Background: an optimization exercise with open tools, aiming at small area, a short achievable clock period and few clock cycles. Do not read the settings as production practice. Only simulation tests tie the RTL to the original design; equivalence was not proved.

## flow/design.v (module list and top-level ports; edited modules follow where they fit)
// module cosinos_datapath: 1578 lines
// module cosinos_log2: 17 lines
// module cosinos_fa: 10 lines
// module cosinos_ha: 9 lines
// module cosinos_core: 56 lines
module cosinos_core (
  input  logic            clk,
  input  logic            rst,
  input  logic            start,
  input  logic [cosinos_pkg::X_W-1:0]  x,
  input  logic [cosinos_pkg::Y_W-1:0]  y,
  output logic [1:0]      intpart,
  output logic [7:0]      fracpart,
  output logic            done
);
  // ...
==> flow/run.sh <==
#!/bin/bash
# synth_recipe.tcl (not shown) runs the flow's synth.tcl, then flattens the netlist and writes it again
# the make line also repeats each setting of config.mk as NAME=value (left out here)
make -C /OpenROAD-flow-scripts/flow DESIGN_CONFIG=/design/flow/config.mk WORK_HOME=/design/flow/orfs CLKGATE_MAP_FILE= SYNTH_SCRIPT=/design/flow/synth_recipe.tcl finish
==> flow/config.mk <==
export PLATFORM = sky130hd
export DESIGN_NAME = cosinos_core
export DESIGN_NICKNAME = cosinos_core
export VERILOG_FILES = /design/flow/design.v
export SDC_FILE = /design/flow/constraint.sdc
export NUM_CORES = 4
export LEC_CHECK = 0
export CAP_MARGIN = 20
export CORE_MARGIN = 2
export CORE_UTILIZATION = 55
export PLACE_DENSITY = 0.7
export SETUP_SLACK_MARGIN = 5
export SLEW_MARGIN = 20
export SYNTH_HIERARCHICAL = 1
==> flow/constraint.sdc <==
create_clock -name core_clock -period 11.0 [get_ports {clk}]
set_input_delay 2.2000 -clock core_clock [delete_from_list [all_inputs] [get_ports {clk}]]
set_output_delay 2.2000 -clock core_clock [all_outputs]
set_load 0.01 [all_outputs]
==> key figures, run 1 <==
Run status
  – Status: timing/DRC/antenna clean

Setup path
  – Startpoint types: flip-flop
  – CP max-delay cell: edfxtp_1
  – Max Fanout on Critical Path: 6
  – Worst R2R End: u_dp.m[17]$_DFF_P_
  – CP Class: flip-flop to output pin
  – WP data arrival: roughly 4 ns

Finish
  – NumNets Final: ~2800
  – Most frequent cells in the layout: xnor2_1 (263), a22oi_1 (229), fa_1 (222)
  – Layout cell share with drive strength beyond 1: 0.09358
  – Fin util: 0.6017
  – Area Growth Syn to Fin: 7.814%
  – Top Registers: u_dp.m x24, u_dp.x2_r x19, u_dp.sum x18
  – Area of the multi-input gates: ~18000 um^2
  – Cell Count, Final, Fillers Out: approximately 2900
  – Post-layout instance area: 23250 um^2
  – Nonclk inv count: ~140
  – Area taken by flip-flops and latches: about 2800 um^2
  – Largest Register: u_dp.m

Clock tree
  – CTS clock-pin slew for the worst setup and hold paths: around 0.05 ns
  – TritonCTS clock tree: yes
  – Resized cells post-CTS: ~150
  – Clock Latency Late Sink: 0.43 ns

Yosys
  – Sequential share of the synthesized area: 0.1304
  – Xor/xnor share of the synthesized area: 0.1356
  – Post-Synthesis Mean Instance Area: approximately 8.9 um^2
  – Netlist cell types: a little over 100

Route
  – Top layer in use: met4
  – Mean routed wirelength per cell: around 22 um
  – Remaining antenna violation count: 0
  – Met3 WL: ~6200 um

Global routing
  – GRT Max-Usage Layer: met2
  – Met1 usage: 0.4146
  – First-pass GRT wire length: 102300 um

Timing
  – Final setup fails: 0
  – Crit path time final: 6.110 ns
  – FMAX: roughly 160 MHz
  – Slew HR: 0.2954

Job
  – Max_cap viols: 0

Placed design
  – GP Congestion: 0.9243
  – Pre-CTS WS: around 3.2 ns

Floorplanning
  – I/O pin total: 32
Testbench counts, summed over its fixed seeds: cycles 14,976.
==> inputs of run 2 (changes only) <==
--- a/flow/design.v
+++ b/flow/design.v
@@ -30,17 +30,18 @@
   logic [19:0]        x2_in, sq_s, sq_c;
   logic [10:0]        xi_one, xi_two, xi_neg;    
   logic [10:0]        xr_one, xr_two, xr_neg;    
   logic [22:0]        bi, br;
   logic signed [11:0] thr;
   logic [10:0]        r_one, r_two, r_neg;
   logic [39:0]        a_s, a_c, a_sum;
   logic [8:0]         mlog, xlog, ylog;
-  logic [23:0]        mabs;
+  logic [23:0]        mabs, magm;
+  logic [7:0]         ym1;
   logic signed [11:0] kb;
   logic               pst_in, pst0;
   always_comb begin
     case (n)
       3'd1: begin r_one = 11'b00001111111; r_two = 11'b00000000000; r_neg = 11'b00000000000; end
       3'd2: begin r_one = 11'b00001010101; r_two = 11'b00000101010; r_neg = 11'b00000101010; end
       3'd3: begin r_one = 11'b00000110110; r_two = 11'b00000001001; r_neg = 11'b00000001001; end
       3'd4: begin r_one = 11'b00000111000; r_two = 11'b00000000110; r_neg = 11'b00000011010; end
@@ -1535,18 +1536,20 @@
   cosinos_fa u_w846 (.a(w810), .b(w823), .c(w824), .s(w846), .co(w847));
   cosinos_fa u_w848 (.a(w811), .b(w826), .c(w825), .s(w848), .co(w849));
   cosinos_fa u_w850 (.a(x[7]), .b(w827), .c(w828), .s(w850), .co(w851));
   cosinos_fa u_w852 (.a(w793), .b(w795), .c(w829), .s(w852), .co(w853));
   cosinos_fa u_w854 (.a(w796), .b(w797), .c(x[8]), .s(w854), .co(w855));
   assign sq_s = {1'b0, w799, w798, w854, w852, w850, w848, w846, w844, w842, w840, w838, w836, w834, w832, w830, w756, w755, 1'b0, x[0]};
   assign sq_c = {1'b0, x[9], w855, w853, w851, w849, w847, w845, w843, w841, w839, w837, w835, w833, w831, x[2], 1'b0, x[1], 1'b0, 1'b0};
   assign x2_in = sq_s + sq_c;
-  assign stop_m = ($signed(m[23:8]) < $signed({8'd0, y_r}))
-                & ($signed(m) + $signed({8'd0, y_r, 8'd0}) > 24'sd0);
+  assign magm   = m ^ {24{m[23]}};
+  assign ym1    = y_r - 8'd1;
+  assign stop_m = (magm[23:16] == 8'd0) & (magm[15:8] < y_r)
+                & ~(m[23] & (magm[15:8] == ym1) & (&magm[7:0]));
   assign mabs = m ^ {24{m[23]}};
   cosinos_log2 #(.W(24)) u_lm (.v(mabs), .l(mlog));
   cosinos_log2 #(.W(10)) u_lx (.v(x),    .l(xlog));
   cosinos_log2 #(.W(8))  u_ly (.v(y),    .l(ylog));
   always_comb begin
     case (n)
       3'd1: kb = -12'sd513;
       3'd2: kb = -12'sd549;
==> flow/config.mk (replaced) <==
export PLATFORM = sky130hd
export DESIGN_NAME = cosinos_core
export DESIGN_NICKNAME = cosinos_core
export VERILOG_FILES = /design/flow/design.v
export SDC_FILE = /design/flow/constraint.sdc
export NUM_CORES = 4
export LEC_CHECK = 0
export CAP_MARGIN = 20
export CORE_MARGIN = 2
export CORE_UTILIZATION = 40
export SETUP_SLACK_MARGIN = 5
export SLEW_MARGIN = 20
export SYNTH_HIERARCHICAL = 1
==> run 2 against run 1 <==
Area after synthesis fell by 0.24%; die area up 36%; setup slack gained 0.23 ns; largest cell class unchanged; synthesized cell count decreased by 1.2%; design area rose by 2.2%; hold slack about the same; global-route usage down 6.9 points; first-iteration DRC count rose by 15%; still clean.
==> key figures, run 2 <==
Worst hold path
  – Hold Path Class: flip-flop to flip-flop
  – Worst Hold End: have$_SDFFE_PP0P_
  – Hold depth: 1
  – Start point of the worst min-delay path: have$_SDFFE_PP0P_

Finish
  – Fill cells: slightly above 5000
  – Commonest non-fill, non-tap cell in the layout: xnor2_1
  – Max FFs per register: 24
  – Post-layout instance area: 23770 um^2 (+2.2%)
  – Top Registers: u_dp.m x24, u_dp.x2_r x19, u_dp.sum x18
  – NumNets Final: 2767 (-0.97%)
  – Area Growth Syn to Fin: 10.47%
  – Most frequent cells in the layout: xnor2_1 (267), a22oi_1 (228), fa_1 (221)
  – Layout cell share with drive strength beyond 1: 0.09890 (+0.005322)
  – Largest Register: u_dp.m
  – Area of the multi-input gates: 17770 um^2 (+0.40%)
  – Area taken by flip-flops and latches: 2849 um^2 (+0.62%)
  – Fin util: 0.4443 (-0.1574)
  – Antenna cells: 0

Floorplanning
  – Die height: ~240 um
  – Die W: approximately 240 um
  – # rows: 85
  – Starting Density: 0.4022
  – Core footprint: between 50000 and 60000 um^2
  – Die Footprint: about 56000 um^2
  – I/O pin total: 32 (unchanged)

Route
  – Drt initial violations: 1942
  – Mean routed wirelength per cell: 22.49 um (+2.4%)
  – Total Wirelength: 68850 um
  – Via count: approximately 19000
  – DR DRC count: 0
  – Remaining antenna violation count: 0 (unchanged)
  – Vias per cell: about 6.1
  – Pre-antenna DRT Iters: 6

Setup path
  – CP max-delay cell: dfxtp_4
  – Startpoint types: flip-flop
  – Max Fanout on Critical Path: 12 (+6)
  – Top Family by Delay on Critical Path: compound AO/OA/AOI/OAI gates
  – FF-to-FF path depth: 18
  – Crit end category: output pin
  – Worst R2R End: u_dp.m[18]$_DFF_P_
  – CP Class: flip-flop to output pin
  – Max incr delay on CP: 0.39 ns
  – WP data arrival: 3.68 ns (-0.23 ns)
  – R2R setup slack: between 5 and 6 ns
  – WP buf/inv: 4
  – Critical Path RT: between 8 and 9 ns
  – Critical-path cell list: buf_12 -> xor2_4 -> ha_1 -> nor2b_1 -> o21a_1 -> o21a_1 -> o21ai_0 -> nand2b_1 -> a21oi_2 -> o2111ai_2 -> a41oi_2 -> nor2_4 -> buf_12 -> inv_8 -> nor2_1 -> a221oi_2 -> nand3_1 -> clkbuf_2
  – R2R Path Start: u_dp.m[23]$_SDFF_PP0_

Timing
  – Final Max Tran Viols: 0
  – Number of hold violations in the final report: 0
  – Setup TNS: 0 ns
  – FMAX: 170.1 MHz (+4.0%)
  – Worst-Margin Slew: about 0.9 ns
  – Tcrit/Tclk final: 0.5343
  – Crit path time final: 5.878 ns (-0.2327 ns)
  – RSZ-0062 raised after global routing: true
  – Final setup fails: 0 (unchanged)
  – Clk_skew: around 0.012 ns
  – Slew HR: 0.4011 (+0.1057)

Yosys
  – Synth Area in Simple Gates: 0.1257
  – Largest family of logic cells by synthesized area: adder cells
  – Sequential share of the synthesized area: 0.1307 (+0.0003185)
  – Synth Area in Compound Gates: 0.2166
  – Ys async rst share: 0
  – Ys Warns: 11
  – Top-count cell post-synth: xnor2_1
  – Synth Cell Area: 21520 um^2
  – Synth area leader: fa_1
  – Synth area leaders: fa_1 (21%), xnor2_1 (11%), ha_1 (9.9%)
  – Xor/xnor share of the synthesized area: 0.1360 (+0.0003894)
  – Synthesized netlist cell count: 2398
  – Netlist cell types: 110 (+6.8%)
  – EDFF count, synth: a little over 40
  – Synth top cells by count: xnor2_1 (269), a22oi_1 (228), fa_1 (222)
  – Post-Synthesis Mean Instance Area: 8.973 um^2 (+0.96%)
  – Synth top area share: 0.2065
  – Seq cells post-synth: 120
  – Ys flop type: dfxtp_1
  – Post-synthesis adder-cell area fraction: 0.3060
  – Multiplexer area fraction after synthesis: 0.02373

Placed design
  – Final HPWL DP: between 40000 and 50000 um
  – PortBufs: 31
  – Placed cell area: roughly 22000 um^2
  – GP Congestion: 0.9666 (+4.6%)

Clock tree
  – TritonCTS clock tree: yes
  – CTS root buffer: clkbuf_16
  – CTS clock-pin slew for the worst setup and hold paths: 0.06 ns (about the same)
  – Clock Latency Late Sink: 0.43 ns (about the same)
  – Clock sink count: between 100 and 150
  – H-tree depth: 4
  – Bufs on Longest Clock Path: 2
  – CTS buffer count: 17

Global routing
  – Met1 usage: 0.3326 (-0.08206)
  – GRT Max-Usage Layer: met2
  – Pin count of the biggest net entering global routing: 78
  – GRT overflow: 0
  – M2 GR Usage: 0.4036
  – Initial antenna violation count: 1
  – First-pass GRT wire length: 108700 um (+6.3%)
  – Vias in the first global route: roughly 19000
  – GRT Resource Usage Total: 0.2451
  – Met3 usage: 0.03218

Run status
  – Status: timing/DRC/antenna clean

Job
  – Max_cap viols: 0 (unchanged)
-- run 2: metal layers --
metal	part of all wire	wire [um]	up-vias
met5	0.00019	13	-
met4	0.027	1886	2
met3	0.075	5159	133
met2	0.47	32210	858
met1	0.43	29580	9366
li1	-	-	8419
-- run 2: per-stage QoR --
stage	hold slack, ns	std cells	worst slack, ns
after floorplan	0.4327	2405	5.087
after global placement	0.4401	3005	3.921
after detailed placement	0.4503	3005	3.846
after CTS	0.4640	3052	4.951
after global routing	0.4841	3062	4.853
final	0.4641	3062	5.122
-- run 2: logic make-up after synthesis --
logic type      after synthesis
xor+xnor                    332
compound gates              659
fa+ha+maj                   393
buf+inv                     322
simple gates                524
other cells                   3
flops                       120
mux                          45
-- run 2: worst max-delay path by stage --
stage	from	slack (ns)	end	cells after the start
after floorplan	u_dp.m[23]$_SDFF_PP0_	5.09	fracpart[7]	20
after global placement	x[3]	3.92	u_dp.sel_one[8]$_DFF_P_	15
after detailed placement	x[9]	3.85	u_dp.ylog_r[10]$_DFFE_PP_	15
after CTS	u_dp.m[0]$_SDFF_PP0_	4.95	fracpart[4]	12
after global routing	u_dp.m[23]$_SDFF_PP0_	4.85	fracpart[6]	18
final	u_dp.m[23]$_SDFF_PP0_	5.12	fracpart[6]	18
-- run 2: worst register-to-register path, cell delays in order (launching register included) --
cell	delay, ns
dfxtp_4	0.37
buf_4	0.14
bufbuf_16	0.28
a22oi_1	0.25
xnor2_1	0.14
fa_1	0.59
fa_1	0.46
fa_1	0.43
fa_1	0.54
fa_1	0.45
ha_1	0.37
nand4_1	0.20
or4_1	0.56
a21oi_4	0.16
buf_12	0.15
o21ai_4	0.10
o21bai_1	0.21
a211oi_1	0.11
o31ai_1	0.26
-- run 2: timing repair --
item / CTS / global route
setup endpoints to repair: 47 / 36
hold buffers: 0 / 0
gates resized for setup: 101 / 83
buffers inserted: 10 / 9
pin swaps: 11 / 11
gates cloned: 5 / 1
hold endpoints to repair: 0 / 0
-- run 2: area by class of cell --
| type | count | area share |
|---|---|---|
| Tap cell | 696 | 0.03664 |
| Multi-Input combinational cell | 1963 | 0.7474 |
| Timing Repair Buffer | 111 | 0.05079 |
| Clock inverter | 12 | 0.004369 |
| Clock buffer | 20 | 0.01837 |
| Sequential cell | 120 | 0.1199 |
| Inverter | 140 | 0.02258 |
-- run 2: modules after synthesis, one instance, submodules excluded, a selection --
module,copies in the design,flip-flops and latches
cosinos_datapath,1,114
cosinos_core,1,6
cosinos_fa,219,0
cosinos_ha,34,0
Testbench counts of run 2, summed over its fixed seeds: cycles 14,976.
==> inputs of run 3 (changes only) <==
--- a/flow/config.mk
+++ b/flow/config.mk
@@ -9,3 +9,4 @@
 export CORE_MARGIN = 2
-export CORE_UTILIZATION = 40
+export CORE_UTILIZATION = 60
+export PLACE_DENSITY = 0.75
 export SETUP_SLACK_MARGIN = 5
==> run 3 against run 2 <==
Still clean on timing, DRC and antenna; global-route usage rose by 10 points; first-iteration DRC count up 13%; setup slack lost 0.071 ns; critical path type is now flip-flop to flip-flop; largest cell class unchanged.
==> key figures, run 3 <==
Yosys
  – Ys flop type: dfxtp_1
  – Ys async rst share: 0 (unchanged)
  – Seq cells post-synth: 120 (unchanged)
  – Synth top cells by count: xnor2_1 (269), a22oi_1 (228), fa_1 (222)
  – Synth area leaders: fa_1 (21%), xnor2_1 (11%), ha_1 (9.9%)
  – Synth area leader: fa_1
  – Synth top area share: 0.2065 (unchanged)
  – EDFF count, synth: 41 (unchanged)
  – Top-count cell post-synth: xnor2_1
  – Netlist cell types: 110 (unchanged)
  – Synthesized netlist cell count: 2398 (unchanged)
  – Sequential share of the synthesized area: 0.1307 (unchanged)
  – Synth Cell Area: 21520 um^2 (unchanged)
  – Ys Warns: 11 (unchanged)
  – Post-Synthesis Mean Instance Area: 8.973 um^2 (unchanged)

Finish
  – Commonest non-fill, non-tap cell in the layout: xnor2_1
  – Max FFs per register: 24 (unchanged)
  – Antenna cells: 0 (unchanged)
  – Area Growth Syn to Fin: 8.815%
  – Layout cell share with drive strength beyond 1: 0.09751 (-0.001392)
  – Most frequent cells in the layout: xnor2_1 (268), a22oi_1 (228), fa_1 (222)
  – Top Registers: u_dp.m x24, u_dp.x2_r x19, u_dp.sum x18
  – Fill cells: 2871 (-44%)
  – NumNets Final: 2770 (+0.11%)
  – Fin util: 0.6599 (+0.2155)
  – Largest Register: u_dp.m

Placed design
  – PortBufs: 31 (unchanged)
  – Final HPWL DP: 44290 um (-4.4%)
  – Pre-CTS WS: 3.792 ns (-0.05446 ns)
  – GP Congestion: 0.9509 (-1.6%)

Global routing
  – Initial antenna violation count: 1 (unchanged)
  – Pin count of the biggest net entering global routing: 98 (+26%)
  – First-pass GRT wire length: 105200 um (-3.2%)
  – GRT Resource Usage Total: 0.3469 (+0.1018)
  – Vias in the first global route: 19429 (+0.61%)
  – GRT overflow: 0 (unchanged)

Clock tree
  – H-tree depth: 4 (unchanged)
  – Clock sink count: 120 (unchanged)
  – CTS root buffer: clkbuf_16
  – CTS buffer count: 17 (unchanged)
  – Bufs on Longest Clock Path: 2 (unchanged)
  – Clock Latency Late Sink: 0.42 ns (about the same)
  – Cts hold-fix bufs: 0 (unchanged)
  – CTS clock-pin slew for the worst setup and hold paths: 0.06 ns (about the same)
  – TritonCTS clock tree: yes

Timing
  – Crit path time final: 5.948 ns (+0.07089 ns)
  – Final setup fails: 0 (unchanged)
  – Clk_skew: 0.009434 ns (-0.002589 ns)
  – Worst-Margin Slew: 1.019 ns (+0.1235 ns)
  – RSZ-0062 raised after global routing: true
  – Tcrit/Tclk final: 0.5408 (+0.006445)
  – Setup TNS: 0 ns (unchanged)
  – Number of hold violations in the final report: 0 (unchanged)
  – Post-route setup slack: 5.052 ns (-0.07089 ns)
  – Final Max Tran Viols: 0 (unchanged)
  – Slew HR: 0.3208 (-0.08030)
  – FMAX: 168.1 MHz (-1.2%)

Floorplanning
  – Die Footprint: 37390 um^2 (-33%)
  – # rows: 69 (-19%)
  – Die W: 193.4 um (-18%)
  – Starting Density: 0.6064 (+0.2042)
  – I/O pin total: 32 (unchanged)
  – Die height: 193.4 um (-18%)
  – Core footprint: 35480 um^2 (-34%)

Route
  – Via count: 19209 (+2.3%)
  – Drt initial violations: 2196 (+13%)
  – Remaining antenna violation count: 0 (unchanged)
  – Vias per cell: 6.788 (+11%)
  – Total Wirelength: 65270 um (-5.2%)
  – DR DRC count: 0 (unchanged)
  – Pre-antenna DRT Iters: 6 (unchanged)
  – Mean routed wirelength per cell: 23.06 um (+2.6%)

Setup path
  – CP Class: flip-flop to flip-flop
  – Critical Path RT: 11.34 ns (+2.54 ns)
  – Max incr delay on CP: 0.58 ns (+0.19 ns)
  – Crit end category: flip-flop
  – CP max-delay cell: fa_1
  – Startpoint types: flip-flop
  – Critical-path cell list: buf_6 -> a22oi_1 -> xnor2_1 -> fa_1 -> fa_1 -> fa_1 -> fa_1 -> fa_1 -> ha_1 -> o21a_1 -> o2111ai_1 -> o21ai_0 -> or3_1 -> o21ai_4 -> o211ai_1 -> buf_4 -> o21a_1 -> nor3_1
  – WP data arrival: 6.29 ns (+2.61 ns)
  – Most used cell, CP: fa_1
  – Max Fanout on Critical Path: 22 (+10)

Run status
  – Status: timing/DRC/antenna clean

Job
  – Max_cap viols: 0 (unchanged)

Worst hold path
  – Hold Path Class: flip-flop to flip-flop
run 3: Yosys stat by module (local to each module, per instance), excerpt:
module	cells inside	flip-flops and latches	times used
cosinos_datapath	1863	114	1
cosinos_ha	1	0	34
cosinos_fa	1	0	219
cosinos_core	29	6	1
run 3: final timing paths:
kind | from | to | slack [ns] | depth (start not counted)
hold / removal | have$_SDFFE_PP0P_ | have$_SDFFE_PP0P_ | 0.46 | 1
hold reg to reg | have$_SDFFE_PP0P_ | have$_SDFFE_PP0P_ | 0.46 | 1
setup reg to reg | u_dp.m[11]$_DFF_P_ | u_dp.m[19]$_SDFF_PP0_ | 5.05 | 18
setup / recovery | u_dp.m[11]$_DFF_P_ | u_dp.m[19]$_SDFF_PP0_ | 5.05 | 18
run 3: critical path, delay by kind of cell (launching register included):
family                     cells  cell delay (ns)
DFF                            1             0.52
adders and majority gates      6             2.81
buffers and inverters          2             0.49
xor gates and xnor gates       1             0.16
and+or+nand+nor                2             0.59
AOI/OAI and AO/OA              7             1.28
run 3: final cells by class:
cell class                 count  area [um^2]  area share
sequential                   120         2839      0.1213
inverter                     140        533.0     0.02276
multi-input combinational   1963        17760      0.7584
clock buffer                  20        457.9     0.01956
tap                          461        576.8     0.02464
clock inverter                12        123.9    0.005290
timing repair buffer         114         1127     0.04815
run 3: routing by layer:
layer / global-route usage / wire, um / up-vias
met1: 0.4518 / 25870 / 9411
met4: 0.1527 / 2606 / 2
met3: 0.06590 / 6412 / 221
met5: 0 / 13 / -
li1: - / - / 8439
met2: 0.5635 / 30370 / 1136
run 3: per-stage QoR:
| stage | area [um^2] | hold slack, ns | instances |
|---|---|---|---|
| floorplan | 21550 | 0.4327 | 2405 |
| global placement | 22110 | 0.4396 | 2775 |
| detailed placement | 22110 | 0.4528 | 2775 |
| CTS | 23150 | 0.4655 | 2819 |
| global route | 23410 | 0.4968 | 2830 |
| finish | 23410 | 0.4629 | 2830 |
run 3: logic make-up (layout without fill, tap and decap cells):
family | count (synthesis) | after routing | synth area share
XOR/XNOR | 332 | 332 | 0.1360
flip-flops | 120 | 120 | 0.1307
other | 3 | 10 | 0.0005233
adder cells (fa/ha/maj) | 393 | 393 | 0.3060
AND/OR/NAND/NOR | 524 | 524 | 0.1257
multiplexers | 45 | 45 | 0.02373
buffers and inverters | 322 | 286 | 0.06071
AO/OA/AOI/OAI | 659 | 659 | 0.2166
run 3: what timing repair did:
item / in CTS / in global routing
pin swaps: 3 / 8
setup endpoints to repair: 43 / 32
setup buffers: 10 / 10
cloned: 2 / 1
resized for setup: 103 / 56
==> inputs of run 4 (changes only) <==
--- a/flow/config.mk
+++ b/flow/config.mk
@@ -7,3 +7,3 @@
 export LEC_CHECK = 0
-export CAP_MARGIN = 20
+export CAP_MARGIN = 5
 export CORE_MARGIN = 2
@@ -12,3 +12,3 @@
 export SETUP_SLACK_MARGIN = 5
-export SLEW_MARGIN = 20
+export SLEW_MARGIN = 5
 export SYNTH_HIERARCHICAL = 1
==> run 4 against run 3 <==
Still clean; clock-buffer cell count unchanged; design area did not move; first-iteration DRC count did not move; critical path depth stayed put; wire length stayed put; global-route usage is the same; setup slack unchanged; non-clock buffer count unchanged; clock skew stayed put; synthesized cell count unchanged; critical endpoint unchanged.
==> key figures, run 4 <==
Yosys
  – EDFF count, synth: 41 (unchanged)
  – Ys async rst share: 0 (unchanged)
  – Synth Cell Area: 21520 um^2 (unchanged)
  – Top-count cell post-synth: xnor2_1
  – Netlist cell types: 110 (unchanged)
  – Ys flop type: dfxtp_1
  – Post-Synthesis Mean Instance Area: 8.973 um^2 (unchanged)
  – Synth area leader: fa_1
  – Ys Warns: 11 (unchanged)
  – Synth area leaders: fa_1 (21%), xnor2_1 (11%), ha_1 (9.9%)
  – Synth top area share: 0.2065 (unchanged)
  – Synth top cells by count: xnor2_1 (269), a22oi_1 (228), fa_1 (222)
  – Sequential share of the synthesized area: 0.1307 (unchanged)
  – Seq cells post-synth: 120 (unchanged)
  – Synthesized netlist cell count: 2398 (unchanged)

Finish
  – Fill cells: 2871 (unchanged)
  – Antenna cells: 0 (unchanged)
  – Commonest non-fill, non-tap cell in the layout: xnor2_1
  – Most frequent cells in the layout: xnor2_1 (268), a22oi_1 (228), fa_1 (222)
  – Layout cell share with drive strength beyond 1: 0.09751 (unchanged)
  – NumNets Final: 2770 (unchanged)
  – Max FFs per register: 24 (unchanged)
  – Top Registers: u_dp.m x24, u_dp.x2_r x19, u_dp.sum x18
  – Area taken by flip-flops and latches: 2839 um^2 (unchanged)
  – Area of the multi-input gates: 17760 um^2 (unchanged)
  – Cell Count, Final, Fillers Out: 2830 (unchanged)
  – Area Growth Syn to Fin: 8.815% (unchanged)
  – Largest Register: u_dp.m

Route
  – DR DRC count: 0 (unchanged)
  – Via count: 19209 (unchanged)
  – Pre-antenna DRT Iters: 6 (unchanged)
  – Mean routed wirelength per cell: 23.06 um (unchanged)
  – Vias per cell: 6.788 (unchanged)
  – Total Wirelength: 65270 um (unchanged)
  – Drt initial violations: 2196 (unchanged)
  – Remaining antenna violation count: 0 (unchanged)

Setup path
  – Critical Path RT: 11.34 ns (about the same)
  – Max Fanout on Critical Path: 22 (unchanged)
  – Crit end category: flip-flop
  – Most used cell, CP: fa_1
  – CP Class: flip-flop to flip-flop
  – Startpoint types: flip-flop
  – R2R setup slack: 5.05 ns (about the same)
  – WP data arrival: 6.29 ns (about the same)
  – Critical-path cell list: buf_6 -> a22oi_1 -> xnor2_1 -> fa_1 -> fa_1 -> fa_1 -> fa_1 -> fa_1 -> ha_1 -> o21a_1 -> o2111ai_1 -> o21ai_0 -> or3_1 -> o21ai_4 -> o211ai_1 -> buf_4 -> o21a_1 -> nor3_1
  – CP max-delay cell: fa_1
  – Top Family by Delay on Critical Path: adder cells
  – WP buf/inv: 2 (unchanged)
  – Max incr delay on CP: 0.58 ns (about the same)

Clock tree
  – Cts hold-fix bufs: 0 (unchanged)
  – Clock Latency Late Sink: 0.42 ns (about the same)
  – TritonCTS clock tree: yes
  – H-tree depth: 4 (unchanged)
  – Clock sink count: 120 (unchanged)
  – CTS clock-pin slew for the worst setup and hold paths: 0.06 ns (about the same)
  – CTS root buffer: clkbuf_16
  – Bufs on Longest Clock Path: 2 (unchanged)
  – CTS buffer count: 17 (unchanged)

Timing
  – Worst-Margin Slew: 1.019 ns (unchanged)
  – Slew HR: 0.3208 (unchanged)
  – Number of hold violations in the final report: 0 (unchanged)
  – RSZ-0062 raised after global routing: true
  – Setup TNS: 0 ns (unchanged)
  – Final setup fails: 0 (unchanged)
  – Tcrit/Tclk final: 0.5408 (unchanged)
  – Final Max Tran Viols: 0 (unchanged)
  – Crit path time final: 5.948 ns (unchanged)
  – FMAX: 168.1 MHz (unchanged)
  – Clk_skew: 0.009434 ns (unchanged)

Placed design
  – PortBufs: 31 (unchanged)
  – Placed insts: 2775 (unchanged)
  – Final HPWL DP: 44290 um (unchanged)
  – GP Congestion: 0.9509 (unchanged)

Floorplanning
  – Starting Density: 0.6064 (unchanged)
  – I/O pin total: 32 (unchanged)
  – Die height: 193.4 um (unchanged)
  – Die W: 193.4 um (unchanged)
  – Die Footprint: 37390 um^2 (unchanged)
  – # rows: 69 (unchanged)
  – Core footprint: 35480 um^2 (unchanged)

Job
  – Max_cap viols: 0 (unchanged)

Global routing
  – Vias in the first global route: 19429 (unchanged)
  – Initial antenna violation count: 1 (unchanged)
  – First-pass GRT wire length: 105200 um (unchanged)
  – Pin count of the biggest net entering global routing: 98 (unchanged)
  – GRT overflow: 0 (unchanged)
  – GRT Resource Usage Total: 0.3469 (unchanged)

Run status
  – Status: timing/DRC/antenna clean

Worst hold path
  – Hold Path Class: flip-flop to flip-flop
==> run 4: repair_timing <==
item                                    in CTS  in global routing
setup buffers                               10                 10
endpoints found under the setup margin      43                 32
pin swaps                                    3                  8
gates cloned                                 2                  1
resized for setup                          103                 56
==> run 4: final timing paths <==
check                                         from               endpoint  cells after the start
worst max-delay path            u_dp.m[11]$_DFF_P_  u_dp.m[19]$_SDFF_PP0_                     18
worst min-delay path             have$_SDFFE_PP0P_      have$_SDFFE_PP0P_                      1
worst max register to register  u_dp.m[11]$_DFF_P_  u_dp.m[19]$_SDFF_PP0_                     18
worst min register to register   have$_SDFFE_PP0P_      have$_SDFFE_PP0P_                      1
==> run 4: layer usage <==
layer	part of all wire	vias up	track usage
met5	0.00020	-	0
met4	0.040	2	0.1527
met3	0.098	221	0.06590
met2	0.47	1136	0.5635
met1	0.40	9411	0.4518
li1	-	8439	-
==> run 4: kinds of logic after synthesis <==
family	Yosys count	synth area share
flops	120	0.1307
other cells	3	0.0005233
xor+xnor	332	0.1360
mux	45	0.02373
buf+inv	322	0.06071
simple gates	524	0.1257
fa+ha+maj	393	0.3060
compound gates	659	0.2166
==> run 4: through the flow <==
| stage | hold slack [ns] | cell area [um^2] | utilization | setup slack, ns |
|---|---|---|---|---|
| final | 0.4629 | 23410 | 0.6599 | 5.052 |
| after floorplan | 0.4327 | 21550 | - | 5.087 |
| after global routing | 0.4968 | 23410 | 0.6599 | 4.972 |
| after global placement | 0.4396 | 22110 | 0.6231 | 3.998 |
| after CTS | 0.4655 | 23150 | 0.6525 | 4.891 |
| after detailed placement | 0.4528 | 22110 | 0.6231 | 3.792 |
==> run 4: Yosys stat by module (local to each module, per instance), a selection <==
module / times used / flops+latches / cells / cell area, um^2
cosinos_fa: 219 / 0 / 1 / 20.02
cosinos_ha: 34 / 0 / 1 / 12.51
cosinos_core: 1 / 6 / 29 / 271.5
cosinos_datapath: 1 / 114 / 1863 / 14650
==> run 4: layout make-up <==
| cell class | count | area share |
|---|---|---|
| clock inverter | 12 | 0.005290 |
| clock buffer | 20 | 0.01956 |
| inverter | 140 | 0.02276 |
| timing repair buffer | 114 | 0.04815 |
| multi-input combinational | 1963 | 0.7584 |
| tap | 461 | 0.02464 |
| sequential | 120 | 0.1213 |

-- separate check: timing with driven ports --
The flow's constraints put no driver on any port. The routed layouts listed below were extracted and timed again, unchanged, in two steps.
Step 1 assumes that a clkbuf_16 drives the clock port and a buf_2 every other input.
Step 2 adds t to the input delays and takes it off the output delays; t is the mean of the earliest and latest rising clock arrival at the registers after step 1. Input paths then give back, and output paths get back, about the clock's delay inside the block.
Three values: no drivers, after step 1, after step 2; two values: the first two.
run | t (ns) | slack for setup (ns) | hold WS [ns] | pins driven straight from the clock port
run 1 | 0.479 | 4.890 / 4.840 / 4.756 | 0.464 / 0.464 / 0.464 | 1
run 2 | 0.477 | 5.122 / 5.070 / 4.758 | 0.464 / 0.464 / 0.464 | 1
run 3 | 0.466 | 5.052 / 5.052 / 4.792 | 0.463 / 0.463 / 0.463 | 1
run 4 | 0.466 | 5.052 / 5.052 / 4.792 | 0.463 / 0.463 / 0.463 | 1
After both steps setup and hold are still met in every run listed. The setup slack of run 2, which loses most, moves by -0.052 ns with the drivers and by -0.364 ns with both steps.
